From an optimization exercise on the open Yosys and OpenROAD flow, aimed at small area; shortcuts taken in it are not production practice.
The RTL was checked by simulation tests, not by an equivalence proof against the original design.
No activity file was given, so power comes from the tool's default toggle rates.

==> inputs of 11-01 <==
## feature_pipeline
module feature_pipeline
(
    input  logic        clk,
    input  logic        reset_n,
    input  logic        start,
    input  logic [15:0] accel_x,
    input  logic [15:0] accel_y,
    input  logic [15:0] accel_z,
    output logic [15:0] feature_mean,
    output logic [15:0] feature_std,
    output logic        feature_valid
);
Settings: LEC_CHECK=0, CAP_MARGIN=20, CORE_MARGIN=2, CORE_UTILIZATION=40, CTS_BUF_LIST=sky130_fd_sc_hd__clkbuf_8, GPL_TIMING_DRIVEN=0, SLEW_MARGIN=20, SYNTH_HIERARCHICAL=1; clock period 10.0 ns.
standard.sh (not shown) runs the stock make flow with config.mk's settings and CLKGATE_MAP_FILE= SYNTH_SCRIPT=/design/flow/synth_recipe.tcl, a recipe that flattens the netlist after the stock synthesis.
==> flow/flow/run.sh <==
#!/bin/bash
set -euo pipefail
export BUFFER_PORTS_ARGS="-buffer_cell sky130_fd_sc_hd__buf_1"
export REMOVE_ABC_BUFFERS=1
export CTS_ARGS="-sink_clustering_enable -repair_clock_nets -dont_use_dummy_load -buf_list sky130_fd_sc_hd__clkbuf_8"
bash standard.sh > flow_make.log 2>&1
==> 07-15 (differences from 11-01) <==
--- a/flow/design.v
+++ b/flow/design.v
@@ -32,28 +32,16 @@
 module fp_or
 (
     input  logic a,
     input  logic b,
     output logic y
 );
     assign y = a | b;
 endmodule
-module fp_mux3
-(
-    input  logic a,
-    input  logic sa,
-    input  logic b,
-    input  logic sb,
-    input  logic c,
-    input  logic sc,
-    output logic y
-);
-    assign y = (a & sa) | (b & sb) | (c & sc);
-endmodule
 module fp_ha
 (
     input  logic a,
     input  logic b,
     output logic s,
     output logic co
 );
     assign s  = a ^ b;
@@ -232,31 +220,24 @@
     assign ndiff[11] = rb_22;
     assign ndiff[12] = rb_24;
     assign ndiff[13] = rb_26;
     assign ndiff[14] = rb_28;
     assign ndiff[15] = rb_30;
     assign ndiff[16] = rb_32;
     assign ndiff[17] = rb_34;
     assign diff_c = rb_35;
-    logic        sel_l, sel_a, sel_b;
-    logic [31:0] za, zb;
-    assign sel_l = load;
-    assign sel_a = ~load & phase_a;
-    assign sel_b = ~load & ~phase_a;
-    assign za    = {win[0], z_q[31:17], win[16:1]};
-    assign zb    = {z_q[29:16], 2'b00, z_q[13:0], z_q[31:30]};
-    for (genvar k = 0; k < 32; k++) begin : g_zmux
-        if (k == 16 || k == 17) begin : g_z0
-            assign z_d[k] = (ex2[k] & sel_l) | (za[k] & sel_a);
-        end else begin : g_z
-            fp_mux3 u_zmux (.a(ex2[k]), .sa(sel_l), .b(za[k]), .sb(sel_a), .c(zb[k]), .sc(sel_b), .y(z_d[k]));
-        end
-    end
     always_comb begin
+        if (load) begin
+            z_d = ex2;
+        end else if (phase_a) begin
+            z_d = {win[0], z_q[31:17], win[16:1]};
+        end else begin
+            z_d = {z_q[29:16], 2'b00, z_q[13:0], z_q[31:30]};
+        end
         if (phase_a) begin
             nrem_d = ~{14'd0, win[16] & win[15], win[16] & ~win[15]};
             root_d = {15'd0, ge0};
         end else begin
             nrem_d = ge ? ndiff[15:0] : nrem_shift[15:0];
             root_d = {root_q[14:0], ge};
         end
         if (load)
==> flow/flow/run.sh (replaced) <==
#!/bin/bash
# The standard ORFS layout (standard.sh) with these changes:
#    adders written out in the RTL reach extract_fa as written (the final ABC mapping
#    after flip-flop mapping still runs); flip-flops are mapped exactly as in the
#    standard synthesis;
#  - every input and output port is still buffered, with the smallest buffer;
#  - clock tree synthesis without dummy clock loads.
set -euo pipefail
export BUFFER_PORTS_ARGS="-buffer_cell sky130_fd_sc_hd__buf_1"
export CTS_ARGS="-sink_clustering_enable -repair_clock_nets -dont_use_dummy_load -buf_list sky130_fd_sc_hd__clkbuf_8"
bash standard.sh > flow_make.log 2>&1
==> 05-05 (differences from 11-01) <==
--- a/flow/design.v
+++ b/flow/design.v
@@ -240,21 +240,17 @@
     logic        sel_l, sel_a, sel_b;
     logic [31:0] za, zb;
     assign sel_l = load;
     assign sel_a = ~load & phase_a;
     assign sel_b = ~load & ~phase_a;
     assign za    = {win[0], z_q[31:17], win[16:1]};
     assign zb    = {z_q[29:16], 2'b00, z_q[13:0], z_q[31:30]};
     for (genvar k = 0; k < 32; k++) begin : g_zmux
-        if (k == 16 || k == 17) begin : g_z0
-            assign z_d[k] = (ex2[k] & sel_l) | (za[k] & sel_a);
-        end else begin : g_z
-            fp_mux3 u_zmux (.a(ex2[k]), .sa(sel_l), .b(za[k]), .sb(sel_a), .c(zb[k]), .sc(sel_b), .y(z_d[k]));
-        end
+        fp_mux3 u_zmux (.a(ex2[k]), .sa(sel_l), .b(za[k]), .sb(sel_a), .c(zb[k]), .sc(sel_b), .y(z_d[k]));
     end
     always_comb begin
         if (phase_a) begin
             nrem_d = ~{14'd0, win[16] & win[15], win[16] & ~win[15]};
             root_d = {15'd0, ge0};
         end else begin
             nrem_d = ge ? ndiff[15:0] : nrem_shift[15:0];
             root_d = {root_q[14:0], ge};
==> flow/flow/run.sh (replaced) <==
#!/bin/bash
set -euo pipefail
export BUFFER_PORTS_ARGS="-buffer_cell sky130_fd_sc_hd__buf_1"
export CTS_ARGS="-sink_clustering_enable -repair_clock_nets -dont_use_dummy_load -buf_list sky130_fd_sc_hd__clkbuf_8"
bash standard.sh > flow_make.log 2>&1
==> reports/metrics.csv <==
stage,metric,value,unit
run_status,run status,"complete, no violations",
layout,post-route cell area,0.0126,sq mm
layout,fraction of area in registers,28.3,%
pwr,clock power share,14.8,%
place,Placed Area,0.0124,sq mm
layout,#MultiIn Comb,718,
cts,Post-CTS Resized,1,
layout,Layout fillers,2791,
# the run above: 11-01

==> reports/metrics.csv <==
stage,metric,value,unit
layout,Layout fillers,2754,
layout,final non-filler cell total,1501,
cts,Post-CTS Resized,10,
run_status,run status,"complete, no violations",
layout,post-route cell area,0.0129,sq mm
layout,#MultiIn Comb,720,
layout,fraction of area in registers,27.8,%
layout,cell type taking the most area,multi-input combinational cells,
pwr,clock power share,13.6,%
# the run above: 05-05

==> reports/metrics.csv <==
stage,metric,value,unit
run_status,run status,"complete, no violations",
layout,post-route cell area,0.0130,sq mm
layout,Layout fillers,2846,
place,Placed Area,0.0128,sq mm
layout,fraction of area in registers,27.4,%
pwr,clock power share,14.5,%
# the run above: 07-15

==> static timing again, ports no longer ideal <==
How much do the figures lean on ideal ports? The routed layouts below were timed once more, with nothing changed but the port constraints.
Step 1 (the two cells are an assumption about what drives the block):
set clk [get_ports {clk}]
set_driving_cell -lib_cell sky130_fd_sc_hd__clkbuf_16 $clk
set_driving_cell -lib_cell sky130_fd_sc_hd__buf_2 [delete_from_list [all_inputs] $clk]
Step 2 adds t to the input delays and takes it off the output delays; t is the mean of the earliest and latest rising clock arrival at the registers after step 1. Input paths then give back, and output paths get back, about the clock's delay inside the block.
a / b / c = ideal / step 1 / step 2; a / b = the first two.
run | shift t [ns] | slack for setup (ns) | slew at the worst register clock pin (ns) | worst slew at a driven data input, ns | cell pins on the clock port's net
11-01 | 0.484 | 0.335 / 0.335 / 0.335 | 0.10 / 0.10 | 0.03 | 1
07-15 | 0.470 | 0.337 / 0.337 / 0.054 | 0.11 / 0.11 | 0.03 | 1
05-05 | 0.488 | 0.267 / 0.267 / 0.007 | 0.10 / 0.10 | 0.03 | 1
After both steps every run listed still meets setup and hold. The setup slack of 07-15, which loses most, moves by 0.000 ns with the drivers and by -0.283 ns with both steps.
